Source: an optimization exercise on an open RTL-to-GDS flow (aim: a short achievable clock period and few clock cycles per item). Production flows keep margins and buffers that such runs may drop. RTL that was checked went through simulation tests only; none was proved equivalent to the original. Power figures rest on the tool's default switching activity, not on a simulated workload.

Design cpu16_backend, start of the top module:
module cpu16_backend
(
    input  logic    clk,
    input  logic    reset,
    input  logic    in_valid,
    output logic    in_ready,
    input  logic [15:0] in_instr,
    output logic    retire_valid,
    input  logic    retire_ready,
    output logic [32:0]  retire,
    output logic [REGVAL_W-1:0] regval
);
Settings: LEC_CHECK=0, ABC_CLOCK_PERIOD_IN_PS=1000, CAP_MARGIN=20, CORE_MARGIN=2, CORE_UTILIZATION=30, PLACE_DENSITY=0.5, SETUP_SLACK_MARGIN=3.2, SLEW_MARGIN=20, TNS_END_PERCENT=100; clock period 5.0 ns.
standard.sh (not shown) runs the stock make flow with config.mk's settings and CLKGATE_MAP_FILE= SYNTH_SCRIPT=/design/flow/synth_recipe.tcl, a recipe that flattens the netlist after the stock synthesis.
==> flow/flow/run.sh <==
#!/bin/bash
# The standard layout, except that synthesis leaves adders to ABC instead of
# mapping them onto the library's half- and full-adder cells.
set -euo pipefail
bash standard.sh ADDER_MAP_FILE= finish > flow.log 2>&1
The first run completed without violations.
Rerun with:
- ABC_CLOCK_PERIOD_IN_PS: 1000 -> 2000
The new run finished with timing, DRC and antenna clean.
First-iteration DRC count stays the same.
Clock skew stays the same.
Wire length is unchanged.
Non-clock buffer count does not change.
No functional check of the RTL was part of any run of this note.

========
cpu16_backend, a different RTL version from the one above (not shown whole).
For scale: ~2800 cells after synthesis, about 180 I/O pins.
Design cpu16_backend, start of the top module:
module cpu16_backend
(
    input  logic    clk,
    input  logic    reset,
    input  logic    in_valid,
    output logic    in_ready,
    input  logic [15:0] in_instr,
    output logic    retire_valid,
    input  logic    retire_ready,
    output logic [32:0]  retire,
    output logic [REGVAL_W-1:0] regval
);
    logic [3:0]       s_v;
    logic [3:0][15:0] s_ins;
    logic [3:0][7:0]  s_op;
    logic [3:0][3:0]  s_a;
    logic [3:0][3:0]  s_b;
    logic [3:0]       s_cin;
    logic [3:0][3:0]  s_sh;       
    logic [3:0][3:0]  s_spill;    
    logic [3:0]       alow1;      
    logic [7:0]       alow2;
    logic [3:0]       pres1;      
    logic [7:0]       pres2;
    logic [11:0]      pres3;
    logic [3:0]       ldlo1;      
    logic [2:0]       ldk1;       
    logic             hit2;       
    logic             hit3;
    logic [3:0]       wb;
    logic [3:0]       isld;
    logic [3:0][3:0]  res;
    logic [3:0]       cout;
    logic [7:0][3:0]  sr0, sr1, sr2, sr3;
    logic             r_v;        
    logic [15:0]      r_ins;
    logic [15:0]      r_res;
    logic [7:0]       r_we;       
    always_comb begin
        for (int k = 0; k < 4; k++) begin
            wb[k]   = s_v[k] && !s_ins[k][15];
            isld[k] = s_op[k][7];
        end
    end
    logic [4:0]  lo4;
    logic        imm4;
    logic        hit1;
    logic [15:0] ldw;
    assign lo4  = {1'b0, s_a[0]} + {1'b0, s_ins[0][3:0]};
    assign imm4 = s_ins[0][4];
  ...
==> flow/config.mk <==
export PLATFORM = sky130hd
export DESIGN_NAME = cpu16_backend
export DESIGN_NICKNAME = cpu16_backend
export VERILOG_FILES = /design/flow/design.v
export SDC_FILE = /design/flow/constraint.sdc
export NUM_CORES = 4
export LEC_CHECK = 0
export ABC_CLOCK_PERIOD_IN_PS = 1000
export CAP_MARGIN = 20
export CORE_MARGIN = 2
export CORE_UTILIZATION = 30
export CTS_BUF_LIST = sky130_fd_sc_hd__clkbuf_8
export PLACE_DENSITY = 0.5
export SETUP_SLACK_MARGIN = 3.2
export SLEW_MARGIN = 20
export TNS_END_PERCENT = 100
==> flow/constraint.sdc <==
create_clock -name core_clock -period 5.0 [get_ports {clk}]
set_input_delay 1.0000 -clock core_clock [delete_from_list [all_inputs] [get_ports {clk}]]
set_output_delay 1.0000 -clock core_clock [all_outputs]
set_load 0.01 [all_outputs]
Scripts as last shown in full above: flow/flow/run.sh
Testbench counts at the start, summed over its fixed seeds: cycles 3,327, instructions 3,200.
Change:
CORE_UTILIZATION = 45   (was 30)
CTS_BUF_LIST = not set   (was sky130_fd_sc_hd__clkbuf_8)
PLACE_DENSITY = 0.62   (was 0.5)
Outcome: Total power rises by 5.3%. Utilization rises by 18 points. Worst setup slack is better by 0.083 ns. Clock skew falls by 0.0044 ns. Clock-buffer cell count falls by 47. Hold slack is about the same. Critical path depth rises by 5. Synthesized cell count is unchanged.
Change:
CORE_UTILIZATION = 30   (was 45)
PLACE_DENSITY = 0.5   (was 0.62)
Outcome: The new run passed the timing, design-rule and antenna checks; clock skew falls by 0.012 ns; non-clock buffer count falls by 30; die area rises by well over a third; worst setup slack improves by 0.048 ns; routed wire length rises by a few percent; flip-flop and latch count is unchanged; core utilization falls by 18 points; worst hold slack stays flat; via count falls by a few percent; total power falls slightly; clock power falls slightly.

========
## run A
Another version of the RTL of cpu16_backend (not shown whole).
For scale: roughly 3,300 cells after synthesis, about 820 flip-flops, roughly 0.035 mm^2 of cells after synthesis.
clock: 5.0 ns
lec_check: 0
abc_clock_period_in_ps: 1000
cap_margin: 20
core_margin: 2
core_utilization: 40
place_density: 0.6
setup_slack_margin: 2.95
slew_margin: 20
tns_end_percent: 100
==> flow/flow/run.sh <==
#!/bin/bash
# The standard layout, except that synthesis leaves adders to ABC instead of
# mapping them onto the library's half- and full-adder cells, and the slow
# majority cell is kept out of the netlist.
set -euo pipefail
PLAT=$(sed -n '/^export DONT_USE_CELLS +=/,/[^\\]$/p' "$FLOW_HOME/platforms/sky130hd/config.mk" | sed -e 's/export DONT_USE_CELLS +=//' -e 's/\\//g' | tr -s ' \n' ' ')
SLOW="sky130_fd_sc_hd__maj3_* sky130_fd_sc_hd__or4_* sky130_fd_sc_hd__or4b_* sky130_fd_sc_hd__or4bb_* sky130_fd_sc_hd__nor4_* sky130_fd_sc_hd__nor4b_* sky130_fd_sc_hd__nor4bb_* sky130_fd_sc_hd__a2111o_* sky130_fd_sc_hd__o2111a_* sky130_fd_sc_hd__mux4_*"
echo "DONT_USE_CELLS=$PLAT $SLOW" > dont_use.txt
bash standard.sh ADDER_MAP_FILE= "DONT_USE_CELLS=$PLAT $SLOW" finish > flow.log 2>&1
The final layout from run A, which completed every stage, passed the timing, design-rule and antenna checks at the end of the flow.
Testbench counts of run A, summed over its fixed seeds: cycles 3,258, instructions 3,200.
Input-level comparison between run B and run A:
- PLACE_DENSITY now 0.55, was 0.6
- CORE_UTILIZATION now 35, was 40
- SETUP_SLACK_MARGIN now 3.2, was 2.95
From run A to run B, non-clock inverter instance count of the final layout did not move at all. Transition time of the tightest slew-check pin: run B < run A. Between run B and run A, it is run B whose routing usage on met2 is lower, by 1.0 points. ~same clock latency at the later pin of the worst-skew pair in run B and run A. Run A was smaller in final cell area than run B. Sequential share of layout area in run B is 1.6 points below run A. When the final numbers for run B and run A were put side by side, the total area of multi-input combinational cells turned out to be greater in run B.
What run C does differently from run B at the input level:
- swapping 0.55 for 0.65 in PLACE_DENSITY
- swapping 35 for 40 in CORE_UTILIZATION
==> run notes <==
Run C vs run B — critical path depth dropped 5. Run B -> run C: post-synthesis instance area delta 0, exact match. Changes observed in run C relative to run B: minimum clock period held steady; transition at the pin with the smallest max-transition slack now larger; layout buffer count excluding clock buffers held steady.
--- input diff run C..run D ---
- PLACE_DENSITY: 0.65 -> 0.5
- CORE_UTILIZATION: 40 -> 30
## What came out
- When run D is measured against run C, its instance area at placement turns out 1.2% higher.
- Share of total power in combinational logic: higher on run C
- Going from run C to run D, net switching power figure grew by a few percent.
- The run showing the greater layout overhead on the synthesized area is run D.
- Diff run C -> run D: post-detailed-routing wire length went up about 6%; power went up 2.4%.

========
Setup of build 67:
Another version of the RTL of cpu16_backend (not shown whole).
For scale: roughly 2,700 cells after synthesis, ~750 flip-flops, roughly 31,000 um^2 of cells after synthesis.
Design cpu16_backend, start of the top module:
module cpu16_backend
(
    input  logic    clk,
    input  logic    reset,
    input  logic    in_valid,
    output logic    in_ready,
    input  logic [15:0] in_instr,
    output logic    retire_valid,
    input  logic    retire_ready,
    output logic [32:0]  retire,
    output logic [REGVAL_W-1:0] regval
);
export LEC_CHECK = 0
export ABC_CLOCK_PERIOD_IN_PS = 1000
export CAP_MARGIN = 20
export CORE_MARGIN = 2
export CORE_UTILIZATION = 55
export PLACE_DENSITY = 0.72
export SETUP_SLACK_MARGIN = 3.2
export SLEW_MARGIN = 20
export TNS_END_PERCENT = 100
create_clock -name core_clock -period 5.0 [get_ports {clk}]
==> flow/flow/run.sh <==
#!/bin/bash
# The standard layout, except that synthesis leaves adders to ABC instead of
# mapping them onto the library's half- and full-adder cells.
set -euo pipefail
bash standard.sh ADDER_MAP_FILE= finish > flow.log 2>&1
Inputs modified between build 67 and build 82:
Settings: swapping 55 for 45 in CORE_UTILIZATION; swapping 0.72 for 0.62 in PLACE_DENSITY.
Findings:
Comparing build 82 against build 67, there is no change at all in total negative slack for setup checks. Compared with build 67, in build 82 combinational power has decreased, headroom to the max-slew limit has decreased.
Changes in build 66 relative to build 82:
Settings: changing PLACE_DENSITY from 0.62 to 0.5; changing CORE_UTILIZATION from 45 to 30.
### Flow results
Re final area: build 66 is 1000 um^2 up on build 82.
Between build 66 and build 82, the number of combinational gates with multiple inputs does not differ in any meaningful way.
On delay contributed by the slowest stage of the critical path, build 66 and build 82 are basically level.
Switching share of total power came out higher on build 66 than on build 82.
In the flow results for build 66 and build 82, the average via count per standard cell is larger on build 82.
STATUS wire length: build 66 wins against build 82
The static leakage in build 66 was higher than what build 82 gave.
Between build 66 and build 82, the clock group share of total power is lower for build 82.
No functional check of the RTL was part of any run of this note.

========
cpu16_backend, a different RTL version from the one above (not shown whole).
For scale: ~2500 cells after synthesis, about 590 flip-flops, about 180 I/O pins.
Settings: LEC_CHECK=0, ABC_CLOCK_PERIOD_IN_PS=600, CAP_MARGIN=20, CORE_MARGIN=2, CORE_UTILIZATION=30, PLACE_DENSITY=0.5, SETUP_SLACK_MARGIN=3.2, SLEW_MARGIN=20, TNS_END_PERCENT=100; clock period 5.0 ns.
Scripts as last shown in full above: flow/flow/run.sh
Testbench counts at the start, summed over its fixed seeds: cycles 3,232, instructions 3,200.
Edit:
==> flow/flow/run.sh (replaced) <==
#!/bin/bash
# The standard layout, except that synthesis leaves adders to ABC instead of
# mapping them onto the library's half- and full-adder cells, and slow
# high-fan-in cells are kept out of the netlist.
set -euo pipefail
PLAT=$(sed -n '/^export DONT_USE_CELLS +=/,/[^\\]$/p' "$FLOW_HOME/platforms/sky130hd/config.mk" | sed -e 's/export DONT_USE_CELLS +=//' -e 's/\\//g' | tr -s ' \n' ' ')
SLOW="sky130_fd_sc_hd__or4* sky130_fd_sc_hd__nor4* sky130_fd_sc_hd__and4* sky130_fd_sc_hd__a2111* sky130_fd_sc_hd__o2111* sky130_fd_sc_hd__a311* sky130_fd_sc_hd__o311* sky130_fd_sc_hd__mux4* sky130_fd_sc_hd__a41* sky130_fd_sc_hd__o41*"
echo "DONT_USE_CELLS=$PLAT $SLOW" > dont_use.txt
bash standard.sh ADDER_MAP_FILE= "DONT_USE_CELLS=$PLAT $SLOW" finish > flow.log 2>&1
- ABC_CLOCK_PERIOD_IN_PS: 600 -> 1000
Wire length climbs slightly; cell count came out higher by a few percent; die area rose slightly.

==> re-timing with driven ports <==
No port has a modelled driver above. Below, the same layouts with a new extraction and two added sets of constraints. Step 1 sets driving cells, clkbuf_16 on the clock port and buf_2 on the other inputs (assumed; they add their load-dependent delay and slew). Step 2 moves the port delays by t, midway between the first and last clock arrival at a register: inputs arrive t later, outputs are due t later. That takes back most of the time a late clock gives input paths. Three values: ideal ports, drivers, drivers and shift; two values: the first two.
run | shift t [ns] | slack for setup (ns) | worst data-port slew with drivers (ns)
the first run of note 1 | 0.720 | 2.798 / 2.791 / 2.302 | 0.08
the second run of note 1 | 0.720 | 2.798 / 2.791 / 2.302 | 0.08
the first run of note 2 | 0.827 | 2.744 / 2.681 / 2.301 | 0.07
the second run of note 2 | 0.693 | 2.826 / 2.822 / 2.463 | 0.07
the third run of note 2 | 0.706 | 2.874 / 2.809 / 2.408 | 0.07
run A | 0.688 | 2.877 / 2.824 / 2.335 | 0.07
run B | 0.703 | 2.865 / 2.825 / 2.331 | 0.06
run C | 0.692 | 2.866 / 2.807 / 2.286 | 0.14
run D | 0.722 | 2.864 / 2.796 / 2.241 | 0.15
build 67 | 0.679 | 2.559 / 2.559 / 1.967 | 0.06
build 82 | 0.669 | 2.869 / 2.810 / 2.260 | 0.06
build 66 | 0.706 | 2.853 / 2.784 / 2.243 | 0.07
the first run of note 5 | 0.655 | 2.707 / 2.707 / 2.254 | 0.23
the second run of note 5 | 0.667 | 2.647 / 2.647 / 2.269 | 0.25
After both steps every run listed still meets setup and hold. For run D, which loses most, drivers alone change the setup slack by -0.068 ns; drivers and shift together by -0.623 ns.
